From an optimization exercise on the open Yosys and OpenROAD flow, aimed at small area, a short achievable clock period and few clock cycles per item; shortcuts taken in it are not production practice.
RTL that was checked went through simulation tests only; none was proved equivalent to the original.
The RTL of run 2 was laid out without a check of its function.

==> design/flow/design.v <==
package gdn_pkg;
    localparam int NUM_MIN = 306;
    localparam int NUM_MAX = 3652364;
    function automatic logic [3:0] fwd_month_index(input logic [3:0] month);
        logic [3:0] r;
        case (month)
            4'd0:    r = 4'd9;
            4'd1:    r = 4'd10;
            4'd2:    r = 4'd11;
            4'd13:   r = 4'd10;
            4'd14:   r = 4'd11;
            4'd15:   r = 4'd0;
            default: r = month - 4'd3;
        endcase
        fwd_month_index = r;
    endfunction
    function automatic logic [8:0] month_offset(input logic [3:0] mi);
        logic [8:0] r;
        case (mi)
            4'd0:    r = 9'd0;
            4'd1:    r = 9'd31;
            4'd2:    r = 9'd61;
            4'd3:    r = 9'd92;
            4'd4:    r = 9'd122;
            4'd5:    r = 9'd153;
            4'd6:    r = 9'd184;
            4'd7:    r = 9'd214;
            4'd8:    r = 9'd245;
            4'd9:    r = 9'd275;
            4'd10:   r = 9'd306;
            4'd11:   r = 9'd337;
            default: r = 9'd0;
        endcase
        month_offset = r;
    endfunction
    function automatic logic [3:0] month_index(input logic [8:0] ddd);
        logic [3:0] mi;
        mi = 4'd0;
        for (int k = 1; k < 12; k++)
        begin
            if (ddd >= month_offset(4'(k)))
            begin
                mi = mi + 4'd1;
            end
        end
        month_index = mi;
    endfunction
endpackage
module gdn_est (
    input  logic [21:0] n,
    output logic [13:0] est
);
    wire e_w1;
    wire e_w2;
    assign e_w1 = n[7] ^ n[9];
    assign e_w2 = n[7] & n[9];
    wire e_w3;
    wire e_w4;
    assign e_w3 = n[8] ^ n[10];
    assign e_w4 = n[8] & n[10];
    wire e_w5;
    wire e_w6;
    assign e_w5 = n[9] ^ n[11] ^ n[12];
    assign e_w6 = (n[9] & n[11]) | (n[9] & n[12]) | (n[11] & n[12]);
    wire e_w7;
    wire e_w8;
    assign e_w7 = n[10] ^ n[12];
    assign e_w8 = n[10] & n[12];
    wire e_w9;
    wire e_w10;
    assign e_w9 = n[6] ^ n[8] ^ n[9];
    assign e_w10 = (n[6] & n[8]) | (n[6] & n[9]) | (n[8] & n[9]);
    wire e_w11;
    wire e_w12;
    assign e_w11 = e_w1 ^ n[10] ^ n[12];
    assign e_w12 = (e_w1 & n[10]) | (e_w1 & n[12]) | (n[10] & n[12]);
    wire e_w13;
    wire e_w14;
    assign e_w13 = ~n[15] ^ ~n[18];
    assign e_w14 = ~n[15] & ~n[18];
    wire e_w15;
    wire e_w16;
    assign e_w15 = e_w2 ^ e_w3 ^ n[11];
    assign e_w16 = (e_w2 & e_w3) | (e_w2 & n[11]) | (e_w3 & n[11]);
    wire e_w17;
    wire e_w18;
    assign e_w17 = n[13] ^ ~n[16] ^ n[19];
    assign e_w18 = (n[13] & ~n[16]) | (n[13] & n[19]) | (~n[16] & n[19]);
    wire e_w19;
    wire e_w20;
    assign e_w19 = e_w4 ^ e_w5 ^ n[14];
    assign e_w20 = (e_w4 & e_w5) | (e_w4 & n[14]) | (e_w5 & n[14]);
    wire e_w21;
    wire e_w22;
    assign e_w21 = ~n[17] ^ ~n[20] ^ ~n[19];
    assign e_w22 = (~n[17] & ~n[20]) | (~n[17] & ~n[19]) | (~n[20] & ~n[19]);
    wire e_w23;
    wire e_w24;
    assign e_w23 = e_w6 ^ e_w7 ^ n[13];
    assign e_w24 = (e_w6 & e_w7) | (e_w6 & n[13]) | (e_w7 & n[13]);
    wire e_w25;
    wire e_w26;
    assign e_w25 = n[15] ^ ~n[18] ^ ~n[21];
    assign e_w26 = (n[15] & ~n[18]) | (n[15] & ~n[21]) | (~n[18] & ~n[21]);
    wire e_w27;
    wire e_w28;
    assign e_w27 = e_w8 ^ n[11] ^ n[13];
    assign e_w28 = (e_w8 & n[11]) | (e_w8 & n[13]) | (n[11] & n[13]);
    wire e_w29;
    wire e_w30;
    assign e_w29 = n[14] ^ n[16] ^ n[19];
    assign e_w30 = (n[14] & n[16]) | (n[14] & n[19]) | (n[16] & n[19]);
    wire e_w31;
    wire e_w32;
    assign e_w31 = n[12] ^ n[14] ^ n[15];
    assign e_w32 = (n[12] & n[14]) | (n[12] & n[15]) | (n[14] & n[15]);
    wire e_w33;
    wire e_w34;
    assign e_w33 = n[17] ^ ~n[20] ^ n[19];
    assign e_w34 = (n[17] & ~n[20]) | (n[17] & n[19]) | (~n[20] & n[19]);
    wire e_w35;
    wire e_w36;
    assign e_w35 = n[13] ^ n[15] ^ n[16];
    assign e_w36 = (n[13] & n[15]) | (n[13] & n[16]) | (n[15] & n[16]);
    wire e_w37;
    wire e_w38;
    assign e_w37 = n[18] ^ ~n[21] ^ n[19];
    assign e_w38 = (n[18] & ~n[21]) | (n[18] & n[19]) | (~n[21] & n[19]);
    wire e_w39;
    wire e_w40;
    assign e_w39 = n[14] ^ n[16] ^ n[17];
    assign e_w40 = (n[14] & n[16]) | (n[14] & n[17]) | (n[16] & n[17]);
    wire e_w41;
    wire e_w42;
    assign e_w41 = n[19] ^ ~n[19];
    assign e_w42 = n[19] & ~n[19];
    wire e_w43;
    wire e_w44;
    assign e_w43 = n[15] ^ n[17] ^ n[18];
    assign e_w44 = (n[15] & n[17]) | (n[15] & n[18]) | (n[17] & n[18]);
    wire e_w45;
    wire e_w46;
    assign e_w45 = n[16] ^ n[18] ^ n[19];
    assign e_w46 = (n[16] & n[18]) | (n[16] & n[19]) | (n[18] & n[19]);
    wire e_w47;
    wire e_w48;
    assign e_w47 = n[17] ^ n[19];
    assign e_w48 = n[17] & n[19];
    wire e_w49;
    wire e_w50;
    assign e_w49 = n[18] ^ n[20];
    assign e_w50 = n[18] & n[20];
    wire e_w51;
    wire e_w52;
    assign e_w51 = e_w9 ^ n[11];
    assign e_w52 = e_w9 & n[11];
    wire e_w53;
    wire e_w54;
    assign e_w53 = e_w10 ^ e_w11 ^ e_w13;
    assign e_w54 = (e_w10 & e_w11) | (e_w10 & e_w13) | (e_w11 & e_w13);
    wire e_w55;
    wire e_w56;
    assign e_w55 = e_w12 ^ e_w14 ^ e_w15;
    assign e_w56 = (e_w12 & e_w14) | (e_w12 & e_w15) | (e_w14 & e_w15);
    wire e_w57;
    wire e_w58;
    assign e_w57 = e_w16 ^ e_w18 ^ e_w19;
    assign e_w58 = (e_w16 & e_w18) | (e_w16 & e_w19) | (e_w18 & e_w19);
    wire e_w59;
    wire e_w60;
    assign e_w59 = e_w20 ^ e_w22 ^ e_w23;
    assign e_w60 = (e_w20 & e_w22) | (e_w20 & e_w23) | (e_w22 & e_w23);
    wire e_w61;
    wire e_w62;
    assign e_w61 = e_w24 ^ e_w26 ^ e_w27;
    assign e_w62 = (e_w24 & e_w26) | (e_w24 & e_w27) | (e_w26 & e_w27);
    wire e_w63;
    wire e_w64;
    assign e_w63 = e_w28 ^ e_w30 ^ e_w31;
    assign e_w64 = (e_w28 & e_w30) | (e_w28 & e_w31) | (e_w30 & e_w31);
    wire e_w65;
    wire e_w66;
    assign e_w65 = e_w32 ^ e_w34 ^ e_w35;
    assign e_w66 = (e_w32 & e_w34) | (e_w32 & e_w35) | (e_w34 & e_w35);
    wire e_w67;
    wire e_w68;
    assign e_w67 = e_w36 ^ e_w38 ^ e_w39;
    assign e_w68 = (e_w36 & e_w38) | (e_w36 & e_w39) | (e_w38 & e_w39);
    wire e_w69;
    wire e_w70;
    assign e_w69 = e_w40 ^ e_w42 ^ e_w43;
    assign e_w70 = (e_w40 & e_w42) | (e_w40 & e_w43) | (e_w42 & e_w43);
    wire e_w71;
    wire e_w72;
    assign e_w71 = e_w44 ^ e_w45 ^ n[21];
    assign e_w72 = (e_w44 & e_w45) | (e_w44 & n[21]) | (e_w45 & n[21]);
    wire e_w73;
    wire e_w74;
    assign e_w73 = e_w46 ^ e_w47 ^ n[20];
    assign e_w74 = (e_w46 & e_w47) | (e_w46 & n[20]) | (e_w47 & n[20]);
    wire e_w75;
    wire e_w76;
    assign e_w75 = e_w48 ^ e_w49 ^ n[21];
    assign e_w76 = (e_w48 & e_w49) | (e_w48 & n[21]) | (e_w49 & n[21]);
    wire e_w77;
    wire e_w78;
    assign e_w77 = e_w50 ^ n[19] ^ n[21];
    assign e_w78 = (e_w50 & n[19]) | (e_w50 & n[21]) | (n[19] & n[21]);
    wire e_w79;
    wire e_w80;
    assign e_w79 = e_w51 ^ ~n[14];
    assign e_w80 = e_w51 & ~n[14];
    wire e_w81;
    wire e_w82;
    assign e_w81 = e_w52 ^ e_w53 ^ ~n[17];
    assign e_w82 = (e_w52 & e_w53) | (e_w52 & ~n[17]) | (e_w53 & ~n[17]);
    wire e_w83;
    wire e_w84;
    assign e_w83 = e_w54 ^ e_w55 ^ e_w17;
    assign e_w84 = (e_w54 & e_w55) | (e_w54 & e_w17) | (e_w55 & e_w17);
    wire e_w85;
    wire e_w86;
    assign e_w85 = e_w56 ^ e_w57 ^ e_w21;
    assign e_w86 = (e_w56 & e_w57) | (e_w56 & e_w21) | (e_w57 & e_w21);
    wire e_w87;
    wire e_w88;
    assign e_w87 = e_w58 ^ e_w59 ^ e_w25;
    assign e_w88 = (e_w58 & e_w59) | (e_w58 & e_w25) | (e_w59 & e_w25);
    wire e_w89;
    wire e_w90;
    assign e_w89 = e_w60 ^ e_w61 ^ e_w29;
    assign e_w90 = (e_w60 & e_w61) | (e_w60 & e_w29) | (e_w61 & e_w29);
    wire e_w91;
    wire e_w92;
    assign e_w91 = e_w62 ^ e_w63 ^ e_w33;
    assign e_w92 = (e_w62 & e_w63) | (e_w62 & e_w33) | (e_w63 & e_w33);
    wire e_w93;
    wire e_w94;
    assign e_w93 = e_w64 ^ e_w65 ^ e_w37;
    assign e_w94 = (e_w64 & e_w65) | (e_w64 & e_w37) | (e_w65 & e_w37);
    wire e_w95;
    wire e_w96;
    assign e_w95 = e_w66 ^ e_w67 ^ e_w41;
    assign e_w96 = (e_w66 & e_w67) | (e_w66 & e_w41) | (e_w67 & e_w41);
    wire e_w97;
    wire e_w98;
    assign e_w97 = e_w68 ^ e_w69 ^ ~n[20];
    assign e_w98 = (e_w68 & e_w69) | (e_w68 & ~n[20]) | (e_w69 & ~n[20]);
    wire e_w99;
    wire e_w100;
    assign e_w99 = e_w70 ^ e_w71 ^ ~n[20];
    assign e_w100 = (e_w70 & e_w71) | (e_w70 & ~n[20]) | (e_w71 & ~n[20]);
    wire e_w101;
    wire e_w102;
    assign e_w101 = e_w72 ^ e_w73 ^ ~n[20];
    assign e_w102 = (e_w72 & e_w73) | (e_w72 & ~n[20]) | (e_w73 & ~n[20]);
    wire e_w103;
    wire e_w104;
    assign e_w103 = e_w74 ^ e_w75 ^ ~n[20];
    assign e_w104 = (e_w74 & e_w75) | (e_w74 & ~n[20]) | (e_w75 & ~n[20]);
    wire e_w105;
    wire e_w106;
    assign e_w105 = e_w76 ^ e_w77 ^ ~n[20];
    assign e_w106 = (e_w76 & e_w77) | (e_w76 & ~n[20]) | (e_w77 & ~n[20]);
    wire e_w107;
    wire e_w108;
    assign e_w107 = e_w78 ^ n[20] ^ ~n[20];
    assign e_w108 = (e_w78 & n[20]) | (e_w78 & ~n[20]) | (n[20] & ~n[20]);
    wire e_w109;
    wire e_w110;
    assign e_w109 = n[21] ^ ~n[20];
    assign e_w110 = n[21] & ~n[20];
    wire [16:0] e_a = {e_w110, e_w108, e_w106, e_w104, e_w102, e_w100, e_w98, e_w96, e_w94, e_w92, e_w90, e_w88, e_w86, e_w84, e_w82, e_w80, e_w79};
    wire [16:0] e_b = {~n[20], e_w109, e_w107, e_w105, e_w103, e_w101, e_w99, e_w97, e_w95, e_w93, e_w91, e_w89, e_w87, e_w85, e_w83, e_w81, n[17]};
    wire [16:0] e;
    assign e = e_a + e_b;
    assign est = e[16:3];
endmodule
module gdn_q (
    input  logic [13:0] y,
    output logic [6:0] q
);
    wire c_w1;
    wire c_w2;
    assign c_w1 = y[3] ^ y[6];
    assign c_w2 = y[3] & y[6];
    wire c_w3;
    wire c_w4;
    assign c_w3 = y[2] ^ y[4] ^ y[7];
    assign c_w4 = (y[2] & y[4]) | (y[2] & y[7]) | (y[4] & y[7]);
    wire c_w5;
    wire c_w6;
    assign c_w5 = y[3] ^ y[5] ^ y[8];
    assign c_w6 = (y[3] & y[5]) | (y[3] & y[8]) | (y[5] & y[8]);
    wire c_w7;
    wire c_w8;
    assign c_w7 = y[4] ^ y[6];
    assign c_w8 = y[4] & y[6];
    wire c_w9;
    wire c_w10;
    assign c_w9 = y[5] ^ y[7] ^ y[10];
    assign c_w10 = (y[5] & y[7]) | (y[5] & y[10]) | (y[7] & y[10]);
    wire c_w11;
    wire c_w12;
    assign c_w11 = y[6] ^ y[8] ^ y[11];
    assign c_w12 = (y[6] & y[8]) | (y[6] & y[11]) | (y[8] & y[11]);
    wire c_w13;
    wire c_w14;
    assign c_w13 = y[7] ^ y[9] ^ y[12];
    assign c_w14 = (y[7] & y[9]) | (y[7] & y[12]) | (y[9] & y[12]);
    wire c_w15;
    wire c_w16;
    assign c_w15 = y[8] ^ y[10] ^ y[13];
    assign c_w16 = (y[8] & y[10]) | (y[8] & y[13]) | (y[10] & y[13]);
    wire c_w17;
    wire c_w18;
    assign c_w17 = y[9] ^ y[11];
    assign c_w18 = y[9] & y[11];
    wire c_w19;
    wire c_w20;
    assign c_w19 = y[10] ^ y[12];
    assign c_w20 = y[10] & y[12];
    wire c_w21;
    wire c_w22;
    assign c_w21 = y[11] ^ y[13];
    assign c_w22 = y[11] & y[13];
    wire c_w23;
    wire c_w24;
    assign c_w23 = y[2] ^ y[5];
    assign c_w24 = y[2] & y[5];
    wire c_w25;
    wire c_w26;
    assign c_w25 = c_w1 ^ ~y[11] ^ ~y[10];
    assign c_w26 = (c_w1 & ~y[11]) | (c_w1 & ~y[10]) | (~y[11] & ~y[10]);
    wire c_w27;
    wire c_w28;
    assign c_w27 = c_w2 ^ c_w3 ^ ~y[12];
    assign c_w28 = (c_w2 & c_w3) | (c_w2 & ~y[12]) | (c_w3 & ~y[12]);
    wire c_w29;
    wire c_w30;
    assign c_w29 = c_w4 ^ c_w5 ^ ~y[13];
    assign c_w30 = (c_w4 & c_w5) | (c_w4 & ~y[13]) | (c_w5 & ~y[13]);
    wire c_w31;
    wire c_w32;
    assign c_w31 = c_w6 ^ c_w7 ^ ~y[9];
    assign c_w32 = (c_w6 & c_w7) | (c_w6 & ~y[9]) | (c_w7 & ~y[9]);
    wire c_w33;
    wire c_w34;
    assign c_w33 = c_w8 ^ c_w9 ^ ~y[9];
    assign c_w34 = (c_w8 & c_w9) | (c_w8 & ~y[9]) | (c_w9 & ~y[9]);
    wire c_w35;
    wire c_w36;
    assign c_w35 = c_w10 ^ c_w11 ^ ~y[9];
    assign c_w36 = (c_w10 & c_w11) | (c_w10 & ~y[9]) | (c_w11 & ~y[9]);
    wire c_w37;
    wire c_w38;
    assign c_w37 = c_w12 ^ c_w13 ^ ~y[9];
    assign c_w38 = (c_w12 & c_w13) | (c_w12 & ~y[9]) | (c_w13 & ~y[9]);
    wire c_w39;
    wire c_w40;
    assign c_w39 = c_w14 ^ c_w15 ^ ~y[9];
    assign c_w40 = (c_w14 & c_w15) | (c_w14 & ~y[9]) | (c_w15 & ~y[9]);
    wire c_w41;
    wire c_w42;
    assign c_w41 = c_w16 ^ c_w17 ^ ~y[9];
    assign c_w42 = (c_w16 & c_w17) | (c_w16 & ~y[9]) | (c_w17 & ~y[9]);
    wire c_w43;
    wire c_w44;
    assign c_w43 = c_w18 ^ c_w19 ^ ~y[9];
    assign c_w44 = (c_w18 & c_w19) | (c_w18 & ~y[9]) | (c_w19 & ~y[9]);
    wire c_w45;
    wire c_w46;
    assign c_w45 = c_w20 ^ c_w21 ^ ~y[9];
    assign c_w46 = (c_w20 & c_w21) | (c_w20 & ~y[9]) | (c_w21 & ~y[9]);
    wire c_w47;
    wire c_w48;
    assign c_w47 = c_w22 ^ y[12] ^ ~y[9];
    assign c_w48 = (c_w22 & y[12]) | (c_w22 & ~y[9]) | (y[12] & ~y[9]);
    wire c_w49;
    wire c_w50;
    assign c_w49 = y[13] ^ ~y[9];
    assign c_w50 = y[13] & ~y[9];
    wire [13:0] c_a = {c_w48, c_w46, c_w44, c_w42, c_w40, c_w38, c_w36, c_w34, c_w32, c_w30, c_w28, c_w26, c_w24, c_w23};
    wire [13:0] c_b = {c_w49, c_w47, c_w45, c_w43, c_w41, c_w39, c_w37, c_w35, c_w33, c_w31, c_w29, c_w27, c_w25, y[10]};
    wire [13:0] c;
    assign c = c_a + c_b;
    assign q = c[13:7];
endmodule
module gdn_z (
    input  logic t,
    input  logic [9:0] a,
    input  logic [13:0] y,
    input  logic [6:0] q,
    output logic [21:0] z
);
    wire z_w1;
    wire z_w2;
    assign z_w1 = y[0] ^ y[1];
    assign z_w2 = y[0] & y[1];
    wire z_w3;
    wire z_w4;
    assign z_w3 = y[1] ^ y[2] ^ y[4];
    assign z_w4 = (y[1] & y[2]) | (y[1] & y[4]) | (y[2] & y[4]);
    wire z_w5;
    wire z_w6;
    assign z_w5 = y[0] ^ y[2] ^ y[3];
    assign z_w6 = (y[0] & y[2]) | (y[0] & y[3]) | (y[2] & y[3]);
    wire z_w7;
    wire z_w8;
    assign z_w7 = y[0] ^ y[1] ^ y[3];
    assign z_w8 = (y[0] & y[1]) | (y[0] & y[3]) | (y[1] & y[3]);
    wire z_w9;
    wire z_w10;
    assign z_w9 = y[4] ^ y[6];
    assign z_w10 = y[4] & y[6];
    wire z_w11;
    wire z_w12;
    assign z_w11 = y[1] ^ y[2] ^ y[4];
    assign z_w12 = (y[1] & y[2]) | (y[1] & y[4]) | (y[2] & y[4]);
    wire z_w13;
    wire z_w14;
    assign z_w13 = y[5] ^ y[7];
    assign z_w14 = y[5] & y[7];
    wire z_w15;
    wire z_w16;
    assign z_w15 = y[0] ^ y[2] ^ y[3];
    assign z_w16 = (y[0] & y[2]) | (y[0] & y[3]) | (y[2] & y[3]);
    wire z_w17;
    wire z_w18;
    assign z_w17 = y[5] ^ y[6] ^ y[8];
    assign z_w18 = (y[5] & y[6]) | (y[5] & y[8]) | (y[6] & y[8]);
    wire z_w19;
    wire z_w20;
    assign z_w19 = y[10] ^ a[8];
    assign z_w20 = y[10] & a[8];
    wire z_w21;
    wire z_w22;
    assign z_w21 = y[1] ^ y[3] ^ y[4];
    assign z_w22 = (y[1] & y[3]) | (y[1] & y[4]) | (y[3] & y[4]);
    wire z_w23;
    wire z_w24;
    assign z_w23 = y[6] ^ y[7] ^ y[9];
    assign z_w24 = (y[6] & y[7]) | (y[6] & y[9]) | (y[7] & y[9]);
    wire z_w25;
    wire z_w26;
    assign z_w25 = y[11] ^ a[9] ^ ~a[7];
    assign z_w26 = (y[11] & a[9]) | (y[11] & ~a[7]) | (a[9] & ~a[7]);
    wire z_w27;
    wire z_w28;
    assign z_w27 = y[2] ^ y[4] ^ y[5];
    assign z_w28 = (y[2] & y[4]) | (y[2] & y[5]) | (y[4] & y[5]);
    wire z_w29;
    wire z_w30;
    assign z_w29 = y[7] ^ y[8] ^ y[10];
    assign z_w30 = (y[7] & y[8]) | (y[7] & y[10]) | (y[8] & y[10]);
    wire z_w31;
    wire z_w32;
    assign z_w31 = y[12] ^ ~a[7];
    assign z_w32 = y[12] & ~a[7];
    wire z_w33;
    wire z_w34;
    assign z_w33 = y[3] ^ y[5] ^ y[6];
    assign z_w34 = (y[3] & y[5]) | (y[3] & y[6]) | (y[5] & y[6]);
    wire z_w35;
    wire z_w36;
    assign z_w35 = y[8] ^ y[9] ^ y[11];
    assign z_w36 = (y[8] & y[9]) | (y[8] & y[11]) | (y[9] & y[11]);
    wire z_w37;
    wire z_w38;
    assign z_w37 = y[13] ^ ~a[7];
    assign z_w38 = y[13] & ~a[7];
    wire z_w39;
    wire z_w40;
    assign z_w39 = y[4] ^ y[6] ^ y[7];
    assign z_w40 = (y[4] & y[6]) | (y[4] & y[7]) | (y[6] & y[7]);
    wire z_w41;
    wire z_w42;
    assign z_w41 = y[9] ^ y[10] ^ y[12];
    assign z_w42 = (y[9] & y[10]) | (y[9] & y[12]) | (y[10] & y[12]);
    wire z_w43;
    wire z_w44;
    assign z_w43 = y[5] ^ y[7] ^ y[8];
    assign z_w44 = (y[5] & y[7]) | (y[5] & y[8]) | (y[7] & y[8]);
    wire z_w45;
    wire z_w46;
    assign z_w45 = y[10] ^ y[11];
    assign z_w46 = y[10] & y[11];
    wire z_w47;
    wire z_w48;
    assign z_w47 = y[6] ^ y[8] ^ y[9];
    assign z_w48 = (y[6] & y[8]) | (y[6] & y[9]) | (y[8] & y[9]);
    wire z_w49;
    wire z_w50;
    assign z_w49 = y[7] ^ y[9];
    assign z_w50 = y[7] & y[9];
    wire z_w51;
    wire z_w52;
    assign z_w51 = y[0] ^ y[2] ^ a[0];
    assign z_w52 = (y[0] & y[2]) | (y[0] & a[0]) | (y[2] & a[0]);
    wire z_w53;
    wire z_w54;
    assign z_w53 = y[1] ^ y[3] ^ a[1];
    assign z_w54 = (y[1] & y[3]) | (y[1] & a[1]) | (y[3] & a[1]);
    wire z_w55;
    wire z_w56;
    assign z_w55 = y[0] ^ y[2] ^ y[4];
    assign z_w56 = (y[0] & y[2]) | (y[0] & y[4]) | (y[2] & y[4]);
    wire z_w57;
    wire z_w58;
    assign z_w57 = a[2] ^ q[4];
    assign z_w58 = a[2] & q[4];
    wire z_w59;
    wire z_w60;
    assign z_w59 = z_w1 ^ y[3] ^ y[5];
    assign z_w60 = (z_w1 & y[3]) | (z_w1 & y[5]) | (y[3] & y[5]);
    wire z_w61;
    wire z_w62;
    assign z_w61 = a[3] ^ q[5] ^ ~q[3];
    assign z_w62 = (a[3] & q[5]) | (a[3] & ~q[3]) | (q[5] & ~q[3]);
    wire z_w63;
    wire z_w64;
    assign z_w63 = z_w2 ^ z_w3 ^ y[6];
    assign z_w64 = (z_w2 & z_w3) | (z_w2 & y[6]) | (z_w3 & y[6]);
    wire z_w65;
    wire z_w66;
    assign z_w65 = a[4] ^ q[6] ^ ~q[4];
    assign z_w66 = (a[4] & q[6]) | (a[4] & ~q[4]) | (q[6] & ~q[4]);
    wire z_w67;
    wire z_w68;
    assign z_w67 = z_w4 ^ z_w5 ^ y[5];
    assign z_w68 = (z_w4 & z_w5) | (z_w4 & y[5]) | (z_w5 & y[5]);
    wire z_w69;
    wire z_w70;
    assign z_w69 = y[7] ^ a[5] ^ ~q[5];
    assign z_w70 = (y[7] & a[5]) | (y[7] & ~q[5]) | (a[5] & ~q[5]);
    wire z_w71;
    wire z_w72;
    assign z_w71 = z_w6 ^ z_w7 ^ z_w9;
    assign z_w72 = (z_w6 & z_w7) | (z_w6 & z_w9) | (z_w7 & z_w9);
    wire z_w73;
    wire z_w74;
    assign z_w73 = y[8] ^ a[6] ^ ~q[6];
    assign z_w74 = (y[8] & a[6]) | (y[8] & ~q[6]) | (a[6] & ~q[6]);
    wire z_w75;
    wire z_w76;
    assign z_w75 = z_w8 ^ z_w10 ^ z_w11;
    assign z_w76 = (z_w8 & z_w10) | (z_w8 & z_w11) | (z_w10 & z_w11);
    wire z_w77;
    wire z_w78;
    assign z_w77 = z_w13 ^ y[9] ^ ~a[7];
    assign z_w78 = (z_w13 & y[9]) | (z_w13 & ~a[7]) | (y[9] & ~a[7]);
    wire z_w79;
    wire z_w80;
    assign z_w79 = z_w12 ^ z_w14 ^ z_w15;
    assign z_w80 = (z_w12 & z_w14) | (z_w12 & z_w15) | (z_w14 & z_w15);
    wire z_w81;
    wire z_w82;
    assign z_w81 = z_w17 ^ z_w19 ^ ~a[7];
    assign z_w82 = (z_w17 & z_w19) | (z_w17 & ~a[7]) | (z_w19 & ~a[7]);
    wire z_w83;
    wire z_w84;
    assign z_w83 = z_w16 ^ z_w18 ^ z_w20;
    assign z_w84 = (z_w16 & z_w18) | (z_w16 & z_w20) | (z_w18 & z_w20);
    wire z_w85;
    wire z_w86;
    assign z_w85 = z_w21 ^ z_w23 ^ z_w25;
    assign z_w86 = (z_w21 & z_w23) | (z_w21 & z_w25) | (z_w23 & z_w25);
    wire z_w87;
    wire z_w88;
    assign z_w87 = z_w22 ^ z_w24 ^ z_w26;
    assign z_w88 = (z_w22 & z_w24) | (z_w22 & z_w26) | (z_w24 & z_w26);
    wire z_w89;
    wire z_w90;
    assign z_w89 = z_w27 ^ z_w29 ^ z_w31;
    assign z_w90 = (z_w27 & z_w29) | (z_w27 & z_w31) | (z_w29 & z_w31);
    wire z_w91;
    wire z_w92;
    assign z_w91 = z_w28 ^ z_w30 ^ z_w32;
    assign z_w92 = (z_w28 & z_w30) | (z_w28 & z_w32) | (z_w30 & z_w32);
    wire z_w93;
    wire z_w94;
    assign z_w93 = z_w33 ^ z_w35 ^ z_w37;
    assign z_w94 = (z_w33 & z_w35) | (z_w33 & z_w37) | (z_w35 & z_w37);
    wire z_w95;
    wire z_w96;
    assign z_w95 = z_w34 ^ z_w36 ^ z_w38;
    assign z_w96 = (z_w34 & z_w36) | (z_w34 & z_w38) | (z_w36 & z_w38);
    wire z_w97;
    wire z_w98;
    assign z_w97 = z_w39 ^ z_w41 ^ ~a[7];
    assign z_w98 = (z_w39 & z_w41) | (z_w39 & ~a[7]) | (z_w41 & ~a[7]);
    wire z_w99;
    wire z_w100;
    assign z_w99 = z_w40 ^ z_w42 ^ z_w43;
    assign z_w100 = (z_w40 & z_w42) | (z_w40 & z_w43) | (z_w42 & z_w43);
    wire z_w101;
    wire z_w102;
    assign z_w101 = z_w45 ^ y[13] ^ ~a[7];
    assign z_w102 = (z_w45 & y[13]) | (z_w45 & ~a[7]) | (y[13] & ~a[7]);
    wire z_w103;
    wire z_w104;
    assign z_w103 = z_w44 ^ z_w46 ^ z_w47;
    assign z_w104 = (z_w44 & z_w46) | (z_w44 & z_w47) | (z_w46 & z_w47);
    wire z_w105;
    wire z_w106;
    assign z_w105 = y[11] ^ y[12] ^ ~a[7];
    assign z_w106 = (y[11] & y[12]) | (y[11] & ~a[7]) | (y[12] & ~a[7]);
    wire z_w107;
    wire z_w108;
    assign z_w107 = z_w48 ^ z_w49 ^ y[10];
    assign z_w108 = (z_w48 & z_w49) | (z_w48 & y[10]) | (z_w49 & y[10]);
    wire z_w109;
    wire z_w110;
    assign z_w109 = y[12] ^ y[13] ^ ~a[7];
    assign z_w110 = (y[12] & y[13]) | (y[12] & ~a[7]) | (y[13] & ~a[7]);
    wire z_w111;
    wire z_w112;
    assign z_w111 = z_w50 ^ y[8] ^ y[10];
    assign z_w112 = (z_w50 & y[8]) | (z_w50 & y[10]) | (y[8] & y[10]);
    wire z_w113;
    wire z_w114;
    assign z_w113 = y[11] ^ y[13] ^ ~a[7];
    assign z_w114 = (y[11] & y[13]) | (y[11] & ~a[7]) | (y[13] & ~a[7]);
    wire z_w115;
    wire z_w116;
    assign z_w115 = y[9] ^ y[11] ^ y[12];
    assign z_w116 = (y[9] & y[11]) | (y[9] & y[12]) | (y[11] & y[12]);
    wire z_w117;
    wire z_w118;
    assign z_w117 = y[10] ^ y[12];
    assign z_w118 = y[10] & y[12];
    wire z_w119;
    wire z_w120;
    assign z_w119 = z_w51 ^ t;
    assign z_w120 = z_w51 & t;
    wire z_w121;
    wire z_w122;
    assign z_w121 = z_w52 ^ z_w53 ^ q[3];
    assign z_w122 = (z_w52 & z_w53) | (z_w52 & q[3]) | (z_w53 & q[3]);
    wire z_w123;
    wire z_w124;
    assign z_w123 = z_w54 ^ z_w55 ^ z_w57;
    assign z_w124 = (z_w54 & z_w55) | (z_w54 & z_w57) | (z_w55 & z_w57);
    wire z_w125;
    wire z_w126;
    assign z_w125 = z_w56 ^ z_w58 ^ z_w59;
    assign z_w126 = (z_w56 & z_w58) | (z_w56 & z_w59) | (z_w58 & z_w59);
    wire z_w127;
    wire z_w128;
    assign z_w127 = z_w60 ^ z_w62 ^ z_w63;
    assign z_w128 = (z_w60 & z_w62) | (z_w60 & z_w63) | (z_w62 & z_w63);
    wire z_w129;
    wire z_w130;
    assign z_w129 = z_w64 ^ z_w66 ^ z_w67;
    assign z_w130 = (z_w64 & z_w66) | (z_w64 & z_w67) | (z_w66 & z_w67);
    wire z_w131;
    wire z_w132;
    assign z_w131 = z_w68 ^ z_w70 ^ z_w71;
    assign z_w132 = (z_w68 & z_w70) | (z_w68 & z_w71) | (z_w70 & z_w71);
    wire z_w133;
    wire z_w134;
    assign z_w133 = z_w72 ^ z_w74 ^ z_w75;
    assign z_w134 = (z_w72 & z_w74) | (z_w72 & z_w75) | (z_w74 & z_w75);
    wire z_w135;
    wire z_w136;
    assign z_w135 = z_w76 ^ z_w78 ^ z_w79;
    assign z_w136 = (z_w76 & z_w78) | (z_w76 & z_w79) | (z_w78 & z_w79);
    wire z_w137;
    wire z_w138;
    assign z_w137 = z_w80 ^ z_w82 ^ z_w83;
    assign z_w138 = (z_w80 & z_w82) | (z_w80 & z_w83) | (z_w82 & z_w83);
    wire z_w139;
    wire z_w140;
    assign z_w139 = z_w84 ^ z_w86 ^ z_w87;
    assign z_w140 = (z_w84 & z_w86) | (z_w84 & z_w87) | (z_w86 & z_w87);
    wire z_w141;
    wire z_w142;
    assign z_w141 = z_w88 ^ z_w90 ^ z_w91;
    assign z_w142 = (z_w88 & z_w90) | (z_w88 & z_w91) | (z_w90 & z_w91);
    wire z_w143;
    wire z_w144;
    assign z_w143 = z_w92 ^ z_w94 ^ z_w95;
    assign z_w144 = (z_w92 & z_w94) | (z_w92 & z_w95) | (z_w94 & z_w95);
    wire z_w145;
    wire z_w146;
    assign z_w145 = z_w96 ^ z_w98 ^ z_w99;
    assign z_w146 = (z_w96 & z_w98) | (z_w96 & z_w99) | (z_w98 & z_w99);
    wire z_w147;
    wire z_w148;
    assign z_w147 = z_w100 ^ z_w102 ^ z_w103;
    assign z_w148 = (z_w100 & z_w102) | (z_w100 & z_w103) | (z_w102 & z_w103);
    wire z_w149;
    wire z_w150;
    assign z_w149 = z_w104 ^ z_w106 ^ z_w107;
    assign z_w150 = (z_w104 & z_w106) | (z_w104 & z_w107) | (z_w106 & z_w107);
    wire z_w151;
    wire z_w152;
    assign z_w151 = z_w108 ^ z_w110 ^ z_w111;
    assign z_w152 = (z_w108 & z_w110) | (z_w108 & z_w111) | (z_w110 & z_w111);
    wire z_w153;
    wire z_w154;
    assign z_w153 = z_w112 ^ z_w114 ^ z_w115;
    assign z_w154 = (z_w112 & z_w114) | (z_w112 & z_w115) | (z_w114 & z_w115);
    wire z_w155;
    wire z_w156;
    assign z_w155 = z_w116 ^ z_w117 ^ y[13];
    assign z_w156 = (z_w116 & z_w117) | (z_w116 & y[13]) | (z_w117 & y[13]);
    wire z_w157;
    wire z_w158;
    assign z_w157 = z_w118 ^ y[11] ^ y[13];
    assign z_w158 = (z_w118 & y[11]) | (z_w118 & y[13]) | (y[11] & y[13]);
    wire z_w159;
    wire z_w160;
    assign z_w159 = z_w119 ^ q[2];
    assign z_w160 = z_w119 & q[2];
    wire z_w161;
    wire z_w162;
    assign z_w161 = z_w120 ^ z_w121 ^ ~q[1];
    assign z_w162 = (z_w120 & z_w121) | (z_w120 & ~q[1]) | (z_w121 & ~q[1]);
    wire z_w163;
    wire z_w164;
    assign z_w163 = z_w122 ^ z_w123 ^ ~q[2];
    assign z_w164 = (z_w122 & z_w123) | (z_w122 & ~q[2]) | (z_w123 & ~q[2]);
    wire z_w165;
    wire z_w166;
    assign z_w165 = z_w124 ^ z_w125 ^ z_w61;
    assign z_w166 = (z_w124 & z_w125) | (z_w124 & z_w61) | (z_w125 & z_w61);
    wire z_w167;
    wire z_w168;
    assign z_w167 = z_w126 ^ z_w127 ^ z_w65;
    assign z_w168 = (z_w126 & z_w127) | (z_w126 & z_w65) | (z_w127 & z_w65);
    wire z_w169;
    wire z_w170;
    assign z_w169 = z_w128 ^ z_w129 ^ z_w69;
    assign z_w170 = (z_w128 & z_w129) | (z_w128 & z_w69) | (z_w129 & z_w69);
    wire z_w171;
    wire z_w172;
    assign z_w171 = z_w130 ^ z_w131 ^ z_w73;
    assign z_w172 = (z_w130 & z_w131) | (z_w130 & z_w73) | (z_w131 & z_w73);
    wire z_w173;
    wire z_w174;
    assign z_w173 = z_w132 ^ z_w133 ^ z_w77;
    assign z_w174 = (z_w132 & z_w133) | (z_w132 & z_w77) | (z_w133 & z_w77);
    wire z_w175;
    wire z_w176;
    assign z_w175 = z_w134 ^ z_w135 ^ z_w81;
    assign z_w176 = (z_w134 & z_w135) | (z_w134 & z_w81) | (z_w135 & z_w81);
    wire z_w177;
    wire z_w178;
    assign z_w177 = z_w136 ^ z_w137 ^ z_w85;
    assign z_w178 = (z_w136 & z_w137) | (z_w136 & z_w85) | (z_w137 & z_w85);
    wire z_w179;
    wire z_w180;
    assign z_w179 = z_w138 ^ z_w139 ^ z_w89;
    assign z_w180 = (z_w138 & z_w139) | (z_w138 & z_w89) | (z_w139 & z_w89);
    wire z_w181;
    wire z_w182;
    assign z_w181 = z_w140 ^ z_w141 ^ z_w93;
    assign z_w182 = (z_w140 & z_w141) | (z_w140 & z_w93) | (z_w141 & z_w93);
    wire z_w183;
    wire z_w184;
    assign z_w183 = z_w142 ^ z_w143 ^ z_w97;
    assign z_w184 = (z_w142 & z_w143) | (z_w142 & z_w97) | (z_w143 & z_w97);
    wire z_w185;
    wire z_w186;
    assign z_w185 = z_w144 ^ z_w145 ^ z_w101;
    assign z_w186 = (z_w144 & z_w145) | (z_w144 & z_w101) | (z_w145 & z_w101);
    wire z_w187;
    wire z_w188;
    assign z_w187 = z_w146 ^ z_w147 ^ z_w105;
    assign z_w188 = (z_w146 & z_w147) | (z_w146 & z_w105) | (z_w147 & z_w105);
    wire z_w189;
    wire z_w190;
    assign z_w189 = z_w148 ^ z_w149 ^ z_w109;
    assign z_w190 = (z_w148 & z_w149) | (z_w148 & z_w109) | (z_w149 & z_w109);
    wire z_w191;
    wire z_w192;
    assign z_w191 = z_w150 ^ z_w151 ^ z_w113;
    assign z_w192 = (z_w150 & z_w151) | (z_w150 & z_w113) | (z_w151 & z_w113);
    wire z_w193;
    wire z_w194;
    assign z_w193 = z_w152 ^ z_w153 ^ ~a[7];
    assign z_w194 = (z_w152 & z_w153) | (z_w152 & ~a[7]) | (z_w153 & ~a[7]);
    wire z_w195;
    wire z_w196;
    assign z_w195 = z_w154 ^ z_w155 ^ ~a[7];
    assign z_w196 = (z_w154 & z_w155) | (z_w154 & ~a[7]) | (z_w155 & ~a[7]);
    wire z_w197;
    wire z_w198;
    assign z_w197 = z_w156 ^ z_w157 ^ ~a[7];
    assign z_w198 = (z_w156 & z_w157) | (z_w156 & ~a[7]) | (z_w157 & ~a[7]);
    wire z_w199;
    wire z_w200;
    assign z_w199 = z_w158 ^ y[12] ^ ~a[7];
    assign z_w200 = (z_w158 & y[12]) | (z_w158 & ~a[7]) | (y[12] & ~a[7]);
    wire z_w201;
    wire z_w202;
    assign z_w201 = y[13] ^ ~a[7];
    assign z_w202 = y[13] & ~a[7];
    wire [21:0] z_a = {z_w200, z_w198, z_w196, z_w194, z_w192, z_w190, z_w188, z_w186, z_w184, z_w182, z_w180, z_w178, z_w176, z_w174, z_w172, z_w170, z_w168, z_w166, z_w164, z_w162, z_w160, z_w159};
    wire [21:0] z_b = {z_w201, z_w199, z_w197, z_w195, z_w193, z_w191, z_w189, z_w187, z_w185, z_w183, z_w181, z_w179, z_w177, z_w175, z_w173, z_w171, z_w169, z_w167, z_w165, z_w163, z_w161, ~q[0]};
    assign z = z_a + z_b;
endmodule
module gregorian_day_number_convert_top (
    input  logic         clk,
    input  logic         rst_n,
    input  logic         req_valid,
    output logic         req_ready,
    input  logic         req_type,
    input  logic [13:0]  year_in,
    input  logic [3:0]   month_in,
    input  logic [4:0]   day_in,
    input  logic [21:0]  number_in,
    output logic         rsp_valid,
    input  logic         rsp_ready,
    output logic [21:0]  number_out,
    output logic [13:0]  year_out,
    output logic [3:0]   month_out,
    output logic [4:0]   day_out,
    output logic         range_error
);
    logic        v1_reg, v2_reg, v3_reg, v4_reg;
    logic        en;
    logic        s1_typ_reg;
    logic        s1_err_reg;
    logic [13:0] s1_y_reg;
    logic [9:0]  s1_a_reg;
    logic        s2_typ_reg;
    logic        s2_err_reg;
    logic [13:0] s2_y_reg;
    logic [9:0]  s2_a_reg;
    logic [6:0]  s2_q_reg;
    logic        s2_leap_reg;
    logic        s3_typ_reg;
    logic        s3_err_reg;
    logic        s3_leap_reg;
    logic [1:0]  s3_yh_reg;
    logic [21:0] s3_p_reg;
    logic        s4_num_reg;
    logic        s4_date_reg;
    logic        s4_err_reg;
    logic [22:0] s4_p_reg;
    assign en = !v4_reg || rsp_ready;
    assign req_ready = en;
    assign rsp_valid = v4_reg;
    always_ff @(posedge clk or negedge rst_n)
    begin
        if (!rst_n)
        begin
            v1_reg <= 1'b0;
            v2_reg <= 1'b0;
            v3_reg <= 1'b0;
            v4_reg <= 1'b0;
        end
        else if (en)
        begin
            v1_reg <= req_valid;
            v2_reg <= v1_reg;
            v3_reg <= v2_reg;
            v4_reg <= v3_reg;
        end
    end
    logic [3:0]  a_mi;
    logic        a_wrap;
    logic [8:0]  a_off;
    logic [13:0] a_yf;
    logic        a_ferr;
    logic [13:0] a_est;
    logic        a_gbad;
    gdn_est u_est (.n(number_in), .est(a_est));
    always_comb
    begin
        a_mi = gdn_pkg::fwd_month_index(month_in);
        a_wrap = (a_mi >= 4'd10);
        a_off = gdn_pkg::month_offset(a_mi) + 9'(day_in);
        a_yf = year_in - 14'(a_wrap);
        a_ferr = (a_wrap && (year_in == 14'd0)) || (a_yf > 14'd9999)
              || ((a_yf == 14'd9999) && (a_off > 9'd306))
              || ((a_yf == 14'd0) && (a_off < 9'd307));
        a_gbad = (number_in < 22'(gdn_pkg::NUM_MIN)) || (number_in > 22'(gdn_pkg::NUM_MAX));
    end
    always_ff @(posedge clk)
    begin
        if (en)
        begin
            s1_typ_reg <= req_type;
            if (req_type)
            begin
                s1_err_reg <= a_gbad;
                s1_y_reg <= a_est;
                s1_a_reg <= ~number_in[9:0];
            end
            else
            begin
                s1_err_reg <= a_ferr;
                s1_y_reg <= a_yf;
                s1_a_reg <= {1'b0, a_off};
            end
        end
    end
    logic [6:0]  b_q;
    logic [4:0]  b_rem25;
    logic        b_leap;
    gdn_q u_q (.y(s1_y_reg), .q(b_q));
    always_comb
    begin
        b_rem25 = s1_y_reg[6:2] - 5'(b_q) * 5'd25;
        b_leap = (s1_y_reg[1:0] == 2'd0) && ((b_rem25 != 5'd0) || (b_q[1:0] == 2'd0));
    end
    always_ff @(posedge clk)
    begin
        if (en)
        begin
            s2_typ_reg <= s1_typ_reg;
            s2_err_reg <= s1_err_reg;
            s2_y_reg <= s1_y_reg;
            s2_a_reg <= s1_a_reg;
            s2_q_reg <= b_q;
            s2_leap_reg <= b_leap;
        end
    end
    logic [21:0] m_z;
    gdn_z u_z (.t(s2_typ_reg), .a(s2_a_reg), .y(s2_y_reg), .q(s2_q_reg), .z(m_z));
    always_ff @(posedge clk)
    begin
        if (en)
        begin
            s3_typ_reg <= s2_typ_reg;
            s3_err_reg <= s2_err_reg;
            s3_leap_reg <= s2_leap_reg;
            s3_yh_reg <= s2_y_reg[13:12];
            s3_p_reg <= s2_typ_reg ? {s2_y_reg[11:0], ~m_z[9:0]} : m_z;
        end
    end
    logic        c_back;
    logic [8:0]  c_d;
    logic [11:1] c_ge;
    logic [3:0]  c_mi;
    logic [8:0]  c_mo;
    logic [4:0]  c_day;
    logic [3:0]  c_month;
    logic [13:0] c_year;
    always_comb
    begin
        c_back = s3_p_reg[9];
        c_d = s3_p_reg[8:0] + (c_back ? 9'd365 + 9'(s3_leap_reg) : 9'd0);
        for (int k = 1; k < 12; k++)
        begin
            c_ge[k] = (c_d >= gdn_pkg::month_offset(4'(k)));
        end
        c_mi[3] = c_ge[8];
        c_mi[2] = c_ge[4] && !c_ge[8];
        c_mi[1] = (c_ge[2] && !c_ge[4]) || (c_ge[6] && !c_ge[8]) || c_ge[10];
        c_mi[0] = (c_ge[1] && !c_ge[2]) || (c_ge[3] && !c_ge[4]) || (c_ge[5] && !c_ge[6])
               || (c_ge[7] && !c_ge[8]) || (c_ge[9] && !c_ge[10]) || c_ge[11];
        c_mo = gdn_pkg::month_offset(c_mi);
        c_day = c_d[4:0] - c_mo[4:0] + 5'd1;
        c_month = c_ge[10] ? c_mi - 4'd9 : c_mi + 4'd3;
        c_year = {s3_yh_reg, s3_p_reg[21:10]} - 14'(c_back) + 14'(c_ge[10]);
    end
    always_ff @(posedge clk)
    begin
        if (en)
        begin
            s4_num_reg <= !s3_typ_reg && !s3_err_reg;
            s4_date_reg <= s3_typ_reg && !s3_err_reg;
            s4_err_reg <= s3_err_reg;
            s4_p_reg <= s3_typ_reg ? {c_year, c_month, c_day} : {1'b0, s3_p_reg};
        end
    end
    assign range_error = s4_err_reg;
    assign number_out = s4_num_reg ? s4_p_reg[21:0] : 22'd0;
    assign year_out = s4_date_reg ? s4_p_reg[22:9] : 14'd0;
    assign month_out = s4_date_reg ? s4_p_reg[8:5] : 4'd0;
    assign day_out = s4_date_reg ? s4_p_reg[4:0] : 5'd0;
endmodule
==> design/flow/flow/run.sh <==
#!/bin/bash
# Layout flow: the standard flow, with the half-adder cells added to the don't-use list so that
# synthesis maps only the carry-save trees' full adders to adder cells and abc maps the rest.
set -o pipefail
bash standard.sh "DONT_USE_CELLS=sky130_fd_sc_hd__probe_p_8 sky130_fd_sc_hd__probec_p_8 sky130_fd_sc_hd__lpflow_bleeder_1 sky130_fd_sc_hd__lpflow_clkbufkapwr_1 sky130_fd_sc_hd__lpflow_clkbufkapwr_16 sky130_fd_sc_hd__lpflow_clkbufkapwr_2 sky130_fd_sc_hd__lpflow_clkbufkapwr_4 sky130_fd_sc_hd__lpflow_clkbufkapwr_8 sky130_fd_sc_hd__lpflow_clkinvkapwr_1 sky130_fd_sc_hd__lpflow_clkinvkapwr_16 sky130_fd_sc_hd__lpflow_clkinvkapwr_2 sky130_fd_sc_hd__lpflow_clkinvkapwr_4 sky130_fd_sc_hd__lpflow_clkinvkapwr_8 sky130_fd_sc_hd__lpflow_decapkapwr_12 sky130_fd_sc_hd__lpflow_decapkapwr_3 sky130_fd_sc_hd__lpflow_decapkapwr_4 sky130_fd_sc_hd__lpflow_decapkapwr_6 sky130_fd_sc_hd__lpflow_decapkapwr_8 sky130_fd_sc_hd__lpflow_inputiso0n_1 sky130_fd_sc_hd__lpflow_inputiso0p_1 sky130_fd_sc_hd__lpflow_inputiso1n_1 sky130_fd_sc_hd__lpflow_inputiso1p_1 sky130_fd_sc_hd__lpflow_inputisolatch_1 sky130_fd_sc_hd__lpflow_isobufsrc_1 sky130_fd_sc_hd__lpflow_isobufsrc_16 sky130_fd_sc_hd__lpflow_isobufsrc_2 sky130_fd_sc_hd__lpflow_isobufsrc_4 sky130_fd_sc_hd__lpflow_isobufsrc_8 sky130_fd_sc_hd__lpflow_isobufsrckapwr_16 sky130_fd_sc_hd__lpflow_lsbuf_lh_hl_isowell_tap_1 sky130_fd_sc_hd__lpflow_lsbuf_lh_hl_isowell_tap_2 sky130_fd_sc_hd__lpflow_lsbuf_lh_hl_isowell_tap_4 sky130_fd_sc_hd__lpflow_lsbuf_lh_isowell_4 sky130_fd_sc_hd__lpflow_lsbuf_lh_isowell_tap_1 sky130_fd_sc_hd__lpflow_lsbuf_lh_isowell_tap_2 sky130_fd_sc_hd__lpflow_lsbuf_lh_isowell_tap_4  sky130_fd_sc_hd__ha_1 sky130_fd_sc_hd__ha_2 sky130_fd_sc_hd__ha_4" finish > standard.log 2>&1
==> design/flow/standard.sh <==
#!/bin/bash
# synth_recipe.tcl (not shown) runs the flow's synth.tcl, then flattens the netlist and writes it again
# the make line also repeats each setting of config.mk as NAME=value (left out here)
make -C /OpenROAD-flow-scripts/flow DESIGN_CONFIG=/design/flow/config.mk WORK_HOME=/design/flow/orfs CLKGATE_MAP_FILE= SYNTH_SCRIPT=/design/flow/synth_recipe.tcl "${@:-finish}"
==> design/flow/config.mk <==
export PLATFORM = sky130hd
export DESIGN_NAME = gregorian_day_number_convert_top
export DESIGN_NICKNAME = gregorian_day_number_convert_top
export VERILOG_FILES = /design/flow/design.v
export SDC_FILE = /design/flow/constraint.sdc
export NUM_CORES = 4
export LEC_CHECK = 0
export CAP_MARGIN = 20
export CORE_MARGIN = 2
export CORE_UTILIZATION = 40
export SETUP_SLACK_MARGIN = 3.5
export SLEW_MARGIN = 20
==> design/flow/constraint.sdc <==
create_clock -name core_clock -period 9.0 [get_ports {clk}]
set_input_delay 1.8000 -clock core_clock [delete_from_list [all_inputs] [get_ports {clk}]]
set_output_delay 1.8000 -clock core_clock [all_outputs]
set_load 0.01 [all_outputs]
==> results of run 1 <==
==> routing by layer <==
metal / share of wire (%) / global-route usage (%)
met5: 0 / 0
met4: 1.5 / 4.694
met3: 3.5 / 2.123
met2: 51 / 32.43
met1: 44 / 22.52
==> layout by cell type (no fill, tap or decap), types with 6 or more instances in the layout <==
cell type,instances
a211oi_1,11
a21o_1,6
a21oi_1,67
a21oi_2,6
a22oi_1,7
a31oi_1,17
and2_1,61
and3_1,6
buf_4,52
buf_6,7
clkbuf_16,17
clkdlybuf4s50_1,77
dlygate4sd2_1,7
edfxtp_1,113
fa_1,137
fa_2,13
inv_1,142
maj3_1,10
mux2_2,6
mux2i_1,10
nand2_1,113
nand2b_1,23
nand3_1,10
nand4_1,12
nor2_1,123
nor2b_1,13
nor3_1,26
nor4_1,10
o211ai_1,14
o21a_1,10
o21ai_0,46
o21ai_1,8
o22ai_1,15
or2_2,11
or3_1,15
xnor2_1,108
xor2_1,56
==> cells by family (layout without fill, tap and decap cells) <==
| logic type | after synthesis | count (layout) | share of synthesized area [%] |
|---|---|---|---|
| compound gates | 289 | 289 | 14.61 |
| xor+xnor | 174 | 174 | 11.54 |
| flops | 117 | 117 | 25.72 |
| mux | 16 | 16 | 1.234 |
| buf+inv | 210 | 335 | 5.988 |
| fa+ha+maj | 165 | 165 | 23.22 |
| simple gates | 472 | 472 | 17.69 |
==> through the flow <==
stage	util (%)	hold WS [ps]	cell area, um2	worst slack (ps)
finish	48.89	415.7	16350	3214
global route	48.89	422.5	16350	3060
CTS	47.56	418.8	15910	3232
detailed placement	44.75	404.5	14970	2075
global placement	44.75	403.4	14970	2168
floorplan	-	400.3	13670	3077
==> worst max path at each step <==
stage                   endpoint  cells after the start
finish              s1_y_reg[12]                     20
global route        s1_y_reg[12]                     20
CTS                 s1_y_reg[12]                     17
detailed placement  s1_y_reg[12]                     17
global placement    s1_y_reg[12]                     17
floorplan           s1_y_reg[12]                     16
==> cells in the mapped netlist (all sizes together), types with 14 or more instances <==
cell,instances
a21oi,74
o22ai,16
nor2b,15
o21ai,58
nand2,114
buf,16
edfxtp,113
o211ai,14
xnor2,113
nor2,125
nand2b,26
nor3,31
and2,66
a31oi,19
inv,148
clkbuf,45
maj3,15
or3,16
fa,150
xor2,58
==> final cells by class <==
class	count	area, um2	area share (%)
inverter	149	565.5	3.458
clock inverter	15	190.2	1.163
tap	448	560.5	3.427
clock buffer	17	425.4	2.601
multi-input combinational	1116	9681	59.19
sequential	117	3493	21.36
timing repair buffer	154	1439	8.798
==> timing repair <==
action                     CTS  global route
gates resized for setup     70            81
buffers inserted            25            28
setup endpoints to repair   20            18
hold endpoints to repair     0             0
pin swaps                   25            49
==> run_results.csv, run 1 <==
group,metric,value,unit
status,status,"no timing/DRC/antenna violations",
cells_and_area,final_nets,1755,
synthesis,syn_inst,1443,
grt,grt_max_degree,70,
synthesis,synth_edf_count,113,
cells_and_area,largest_reg_flops,23,
synthesis,synth_top_area_cell,"edfxtp_1",
floorplanning,dieArea,35440,um2
critical_path,path_buf_inv,3,
clocking,cts_buffers,17,
cells_and_area,fill_cells,3070,
critical_path,crit_chain,"buf_12 > xnor2_4 > fa_1 > inv_2 > fa_2 > inv_2 > fa_2 > nor2b_4 > a2111oi_4 > o311ai_4 > a32oi_2 > a21oi_4 > o41ai_2 > a21oi_1 > a211o_1 > a21oi_2 > o21ai_2 > mux2i_1 > xnor2_1 > a21oi_1",
floorplanning,die_h,188.3,um
clocking,hold_buffers,0,
critical_path,cp_top_family,"compound AO/OA/AOI/OAI gates",
grt,grt_pass1_vias,10576,
synthesis,yosys_warnings,1,
floorplanning,io_pins,98,
timing,fin_crit_sh,64.29,%
timing,rsz0062_at_grt,"yes",
cells_and_area,final_cell_count_no_fill,2016,
synthesis,syn_avg_cell_area,9.412,um2
synthesis,synth_seq_area_share,25.72,%
critical_path,required,9120,ps
grt,grt_pass1_wl,51810,um
place,place_congestion,0.8511,
place,place_inst,1931,
timing,hold_violations,0,
detailed_routing,num_vias,10528,
place,port_buffers,97,
synthesis,yosysTopAreaCellShare,24.98,%
critical_path,crit_start,"number_in[7]",
critical_path,path_max_fanout,5,
critical_path,cp-end-kind,"flop",
detailed_routing,drt_wl_total,31020,um
min_path,min_from,"s1_a_reg[5]",
critical_path,max_stage_delay,530,ps
critical_path,critical-path-slowest-cell,"fa_2",
critical_path,cp.arrival,5910,ps
floorplanning,initial_utilization,40.61,%
timing,timing.fmax,172.8,MHz
detailed_routing,drc,0,
synthesis,syn-cell-area,13580,um2
synthesis,ys.flop_type,"edfxtp_1",
floorplanning,core,33450,um2
synthesis,post_synth_main_area_contributors,"edfxtp_1 (25%), fa_1 (22%), xnor2_1 (7.3%)",
timing,finalSetupTns,0,ps
clocking,cts_buffer_depth,2,
critical_path,reg2reg_from,"s2_y_reg[1]",
cells_and_area,final_layout_size_suffix_gt1_share,13.84,%
clocking,clk_pin_slew_worst_paths,60,ps
detailed_routing,avgViaCountPerCell,5.222,
synthesis,synthesis.nets,1643,
job,drv_cap,0,
grt,track_usage,17.88,%
critical_path,rr_worst_depth,21,
place,dp_hpwl,24030,um
cells_and_area,syn_to_final_growth,20.41,%
timing,relSlewSlack,40.36,%
critical_path,critical_path_class,"primary input to flop",
synthesis,async_reset_ff_share,3.419,%
clocking,htreeDepth,4,
timing,maxSlewViolCount,0,
floorplanning,die_w,188.3,um
floorplanning,rows,67,
critical_path,cp-start-kind,"primary input",
timing,setup_viol,0,
min_path,min_path_cells,0,
detailed_routing,wl_per_cell,15.38,um
critical_path,regToRegSetupSlack,3670,ps
detailed_routing,drtPass1Iterations,7,
timing,worstMarginPinSlew,894.6,ps
min_path,hp-class,"flop to flop",
grt,antenna_found_initial,0,
detailed_routing,ant_nets,0,
clocking,insertion_delay,420,ps
clocking,root_buffer,"clkbuf_16",
critical_path,worstReg2RegEnd,"s3_p_reg[20]",
timing,finalCriticalPeriod,5786,ps
synthesis,ys_types,90,
timing,fin_worst_skew,9.859,ps
synthesis,synth_seq_cells,117,
detailed_routing,drt_iter0_drc,468,
clocking,cts_tree,"yes",
grt,overflow,0,
min_path,min_to,"s2_a_reg[5]",
cells_and_area,num_antenna_cells,0,
clocking,cts.sinks,117,
Testbench counts, summed over its fixed seeds: cycles 12,032, items 12,000.
==> inputs of run 2 (changes only) <==
--- a/design/flow/design.v
+++ b/design/flow/design.v
@@ -830,7 +830,6 @@
     logic [13:0] s2_y_reg;
     logic [9:0]  s2_a_reg;
     logic [6:0]  s2_q_reg;
-    logic        s2_leap_reg;
     logic        s3_typ_reg;
     logic        s3_err_reg;
     logic        s3_leap_reg;
@@ -839,7 +838,7 @@
     logic        s4_num_reg;
     logic        s4_date_reg;
     logic        s4_err_reg;
-    logic [22:0] s4_p_reg;
+    logic [23:0] s4_p_reg;
     assign en = !v4_reg || rsp_ready;
     assign req_ready = en;
     assign rsp_valid = v4_reg;
@@ -899,14 +898,7 @@
         end
     end
     logic [6:0]  b_q;
-    logic [4:0]  b_rem25;
-    logic        b_leap;
     gdn_q u_q (.y(s1_y_reg), .q(b_q));
-    always_comb
-    begin
-        b_rem25 = s1_y_reg[6:2] - 5'(b_q) * 5'd25;
-        b_leap = (s1_y_reg[1:0] == 2'd0) && ((b_rem25 != 5'd0) || (b_q[1:0] == 2'd0));
-    end
     always_ff @(posedge clk)
     begin
         if (en)
@@ -916,18 +908,24 @@
             s2_y_reg <= s1_y_reg;
             s2_a_reg <= s1_a_reg;
             s2_q_reg <= b_q;
-            s2_leap_reg <= b_leap;
         end
     end
     logic [21:0] m_z;
+    logic [4:0]  m_rem25;
+    logic        m_leap;
     gdn_z u_z (.t(s2_typ_reg), .a(s2_a_reg), .y(s2_y_reg), .q(s2_q_reg), .z(m_z));
+    always_comb
+    begin
+        m_rem25 = s2_y_reg[6:2] - 5'(s2_q_reg) * 5'd25;
+        m_leap = (s2_y_reg[1:0] == 2'd0) && ((m_rem25 != 5'd0) || (s2_q_reg[1:0] == 2'd0));
+    end
     always_ff @(posedge clk)
     begin
         if (en)
         begin
             s3_typ_reg <= s2_typ_reg;
             s3_err_reg <= s2_err_reg;
-            s3_leap_reg <= s2_leap_reg;
+            s3_leap_reg <= m_leap;
             s3_yh_reg <= s2_y_reg[13:12];
             s3_p_reg <= s2_typ_reg ? {s2_y_reg[11:0], ~m_z[9:0]} : m_z;
         end
@@ -936,10 +934,6 @@
     logic [8:0]  c_d;
     logic [11:1] c_ge;
     logic [3:0]  c_mi;
-    logic [8:0]  c_mo;
-    logic [4:0]  c_day;
-    logic [3:0]  c_month;
-    logic [13:0] c_year;
     always_comb
     begin
         c_back = s3_p_reg[9];
@@ -953,10 +947,6 @@
         c_mi[1] = (c_ge[2] && !c_ge[4]) || (c_ge[6] && !c_ge[8]) || c_ge[10];
         c_mi[0] = (c_ge[1] && !c_ge[2]) || (c_ge[3] && !c_ge[4]) || (c_ge[5] && !c_ge[6])
                || (c_ge[7] && !c_ge[8]) || (c_ge[9] && !c_ge[10]) || c_ge[11];
-        c_mo = gdn_pkg::month_offset(c_mi);
-        c_day = c_d[4:0] - c_mo[4:0] + 5'd1;
-        c_month = c_ge[10] ? c_mi - 4'd9 : c_mi + 4'd3;
-        c_year = {s3_yh_reg, s3_p_reg[21:10]} - 14'(c_back) + 14'(c_ge[10]);
     end
     always_ff @(posedge clk)
     begin
@@ -965,12 +955,35 @@
             s4_num_reg <= !s3_typ_reg && !s3_err_reg;
             s4_date_reg <= s3_typ_reg && !s3_err_reg;
             s4_err_reg <= s3_err_reg;
-            s4_p_reg <= s3_typ_reg ? {c_year, c_month, c_day} : {1'b0, s3_p_reg};
+            s4_p_reg <= s3_typ_reg ? {s3_yh_reg, s3_p_reg[21:10], c_back, c_mi, c_d[4:0]}
+                                   : {2'b0, s3_p_reg};
         end
     end
-    assign range_error = s4_err_reg;
-    assign number_out = s4_num_reg ? s4_p_reg[21:0] : 22'd0;
-    assign year_out = s4_date_reg ? s4_p_reg[22:9] : 14'd0;
-    assign month_out = s4_date_reg ? s4_p_reg[8:5] : 4'd0;
-    assign day_out = s4_date_reg ? s4_p_reg[4:0] : 5'd0;
+    logic [13:0] o_y;
+    logic        o_back;
+    logic [3:0]  o_mi;
+    logic        o_wrap;
+    logic [4:0]  o_mo;
+    logic [4:0]  o_day;
+    logic [3:0]  o_month;
+    logic [13:0] o_year;
+    assign o_mo = (o_mi == 4'd1) ? 5'd31 : (o_mi == 4'd2) ? 5'd29 : (o_mi == 4'd3) ? 5'd28
+                : (o_mi == 4'd4) ? 5'd26 : (o_mi == 4'd5) ? 5'd25 : (o_mi == 4'd6) ? 5'd24
+                : (o_mi == 4'd7) ? 5'd22 : (o_mi == 4'd8) ? 5'd21 : (o_mi == 4'd9) ? 5'd19
+                : (o_mi == 4'd10) ? 5'd18 : (o_mi == 4'd11) ? 5'd17 : 5'd0;
+    always_comb
+    begin
+        o_y = s4_p_reg[23:10];
+        o_back = s4_p_reg[9];
+        o_mi = s4_p_reg[8:5];
+        o_wrap = (o_mi >= 4'd10);
+        o_day = s4_p_reg[4:0] - o_mo + 5'd1;
+        o_month = o_wrap ? o_mi - 4'd9 : o_mi + 4'd3;
+        o_year = o_y - 14'(o_back) + 14'(o_wrap);
+        range_error = s4_err_reg;
+        number_out = s4_num_reg ? s4_p_reg[21:0] : 22'd0;
+        year_out = s4_date_reg ? o_year : 14'd0;
+        month_out = s4_date_reg ? o_month : 4'd0;
+        day_out = s4_date_reg ? o_day : 5'd0;
+    end
 endmodule
==> design/flow/run.sh (new file) <==
#!/bin/bash
# synth_recipe.tcl (not shown) runs the flow's synth.tcl, then flattens the netlist and writes it again
# the make line also repeats each setting of config.mk as NAME=value (left out here)
make -C /OpenROAD-flow-scripts/flow DESIGN_CONFIG=/design/flow/config.mk WORK_HOME=/design/flow/orfs CLKGATE_MAP_FILE= SYNTH_SCRIPT=/design/flow/synth_recipe.tcl finish
--- a/design/flow/config.mk
+++ b/design/flow/config.mk
@@ -7,6 +7,7 @@
 export LEC_CHECK = 0
 export CAP_MARGIN = 20
 export CORE_MARGIN = 2
-export CORE_UTILIZATION = 40
-export SETUP_SLACK_MARGIN = 3.5
+export CORE_UTILIZATION = 60
+export PLACE_DENSITY = 0.75
+export SETUP_SLACK_MARGIN = 4.0
 export SLEW_MARGIN = 20
removed: design/flow/flow/run.sh
removed: design/flow/standard.sh
==> run_results.csv, run 2 <==
group,metric,value,unit
clocking,clk_pin_slew_worst_paths,60,ps
timing,relSlewSlack,40.77,%
cells_and_area,mostFrequentLayoutCell,"inv_1",
critical_path,critical_path_class,"primary input to flop",
grt,track_usage,26.51,%
synthesis,synth_seq_cells,117,
floorplanning,io_pins,98,
detailed_routing,num_vias,10041,
critical_path,cp-end-kind,"flop",
synthesis,synth_edf_count,113,
timing,setup_viol,0,
timing,rsz0062_at_grt,"yes",
min_path,hp-class,"flop to flop",
synthesis,syn_avg_cell_area,10.28,um2
detailed_routing,ant_nets,0,
floorplanning,rows,54,
critical_path,cp.arrival,5990,ps
detailed_routing,wl_per_cell,17.23,um
timing,worstMarginPinSlew,883.0,ps
critical_path,required,9160,ps
synthesis,ys.flop_type,"edfxtp_1",
synthesis,async_reset_ff_share,3.419,%
cells_and_area,num_antenna_cells,0,
floorplanning,initial_utilization,61.29,%
detailed_routing,avgViaCountPerCell,5.670,
grt,grt_pass1_wl,50320,um
grt,grt_pass1_vias,10445,
floorplanning,core,21820,um2
status,status,"no timing/DRC/antenna violations",
place,dp_hpwl,22600,um
synthesis,synth.most_common_cell,"inv_1",
synthesis,synthesis.nets,1643,
cells_and_area,syn_to_final_growth,24.46,%
floorplanning,die_h,153.3,um
synthesis,ys_types,76,
critical_path,path_max_fanout,4,
synthesis,yosys_warnings,1,
cells_and_area,largest_reg_flops,24,
detailed_routing,drtPass1Iterations,4,
place,port_buffers,97,
detailed_routing,drt_iter0_drc,424,
cells_and_area,utilization,76.29,%
grt,grt_max_degree,57,
synthesis,syn_inst,1301,
clocking,cts.sinks,117,
cells_and_area,final_nets,1820,
clocking,cts_buffer_depth,2,
cells_and_area,most-common-layout-cells,"inv_1 (196), fa_1 (144), ha_1 (124), edfxtp_1 (113), buf_4 (77)",
critical_path,cp-start-kind,"primary input",
clocking,insertion_delay,410,ps
synthesis,synth_seq_area_share,26.12,%
critical_path,crit_chain,"buf_12 > fa_1 > fa_1 > fa_1 > fa_1 > ha_1 > a21boi_4 > o31a_1 > o221a_4 > o41a_1 > a41o_1 > buf_4 > or3_1 > nand3_1 > o21ai_1",
critical_path,regToRegSetupSlack,4110,ps
job,drv_cap,0,
synthesis,yosysTopAreaCellShare,25.37,%
timing,hold_violations,0,
clocking,cts_tree,"yes",
synthesis,syn-cell-area,13380,um2
timing,timing.fmax,171.6,MHz
synthesis,post_synth_main_area_contributors,"edfxtp_1 (25%), fa_1 (22%), ha_1 (13%)",
clocking,root_buffer,"clkbuf_16",
place,place_congestion,0.8748,
==> run 2: cell count changes in the layout (fill, tap and decap cells not counted), sizes merged, moves of 38 or more <==
cell   delta
inv      +56
xnor2    -49
buf      +38
ha      +142
nor2     -54
nand2    -57
==> run 2: metal layers <==
layer  global-route usage [%]  up-vias  share of wire, %
met2                    50.34      253                54
met1                    31.34     4938                39
met4                    6.570        0               2.2
met5                        0        -                 0
met3                    3.941       52               4.1
li1                         -     4798                 -
==> run 2: final timing paths <==
kind / from / to / depth (start not counted)
worst max-delay path: number_in[11] / s1_y_reg[11] / 15
worst min register to register: s3_p_reg[16] / s4_p_reg[16] / 0
min in group asynchronous: rst_n / v4_reg / 1
worst max register to register: s2_y_reg[2] / s3_p_reg[19] / 15
worst min-delay path: s3_p_reg[16] / s4_p_reg[16] / 0
max in group asynchronous: rst_n / v2_reg / 1
==> run 2: cells by family (layout without fill, tap and decap cells) <==
logic type                 after synthesis  after routing  share of synthesized area, %
xor gates and xnor gates               104            104                         6.810
DFF                                    117            117                         26.12
and+or+nand+nor                        295            295                         11.27
muxes                                   17             17                         1.431
adders and majority gates              293            293                         35.81
buffers and inverters                  234            424                         6.566
AOI/OAI and AO/OA                      241            241                         12.00
==> run 2: timing repair <==
action | in CTS | in global routing
endpoints found under the setup margin | 48 | 32
buffers inserted | 48 | 32
gates cloned | 2 | 0
gates resized for setup | 198 | 70
pin swaps | 76 | 54
==> run 2: worst max-delay path: cells and delay by family <==
family / cells / cell delay [ps]
buffers and inverters: 2 / 250
adder cells (fa/ha/maj): 5 / 2260
AND/OR/NAND/NOR: 2 / 380
AO/OA/AOI/OAI: 6 / 1310
==> run 2: metrics by stage <==
step	instances	hold WS [ps]	area, um2	setup WS [ps]
floorplan	1301	400.3	13480	3045
global placement	1657	400.9	14740	2252
detailed placement	1657	404.5	14740	2113
CTS	1739	416.5	16140	3035
global route	1771	426.4	16650	3000
finish	1771	416.7	16650	3171
==> run 2: layout make-up <==
class                      instances  area (um2)
multi-input combinational        950        9722
clock inverter                    15       203.9
timing repair buffer             183        1658
clock buffer                      17       425.4
tap                              280       350.3
inverter                         209       795.8
fill                            1427        5175
sequential                       117        3493

## separate check: timing with driven ports
The flow's constraints put no driver on any port. The routed layouts listed below were extracted and timed again, unchanged, in two steps. Step 1: set_driving_cell puts a clkbuf_16 on clk and a buf_2 on each other input, an assumption about the parent block. Step 2 moves the port delays by t, midway between the first and last clock arrival at a register: inputs arrive t later, outputs are due t later. That takes back most of the time a late clock gives input paths. Three values: ideal, step 1, step 2; two values: the first two.
| run | shift t [ns] | setup slack, ns | worst data-port slew with drivers (ns) |
|---|---|---|---|
| run 1 | 0.460 | 3.214 / 3.206 / 2.747 | 0.07 |
| run 2 | 0.456 | 3.171 / 3.170 / 2.715 | 0.06 |
After both steps every run listed still meets setup and hold. The setup slack of run 1, which loses most, moves by -0.008 ns with the drivers and by -0.467 ns with both steps.
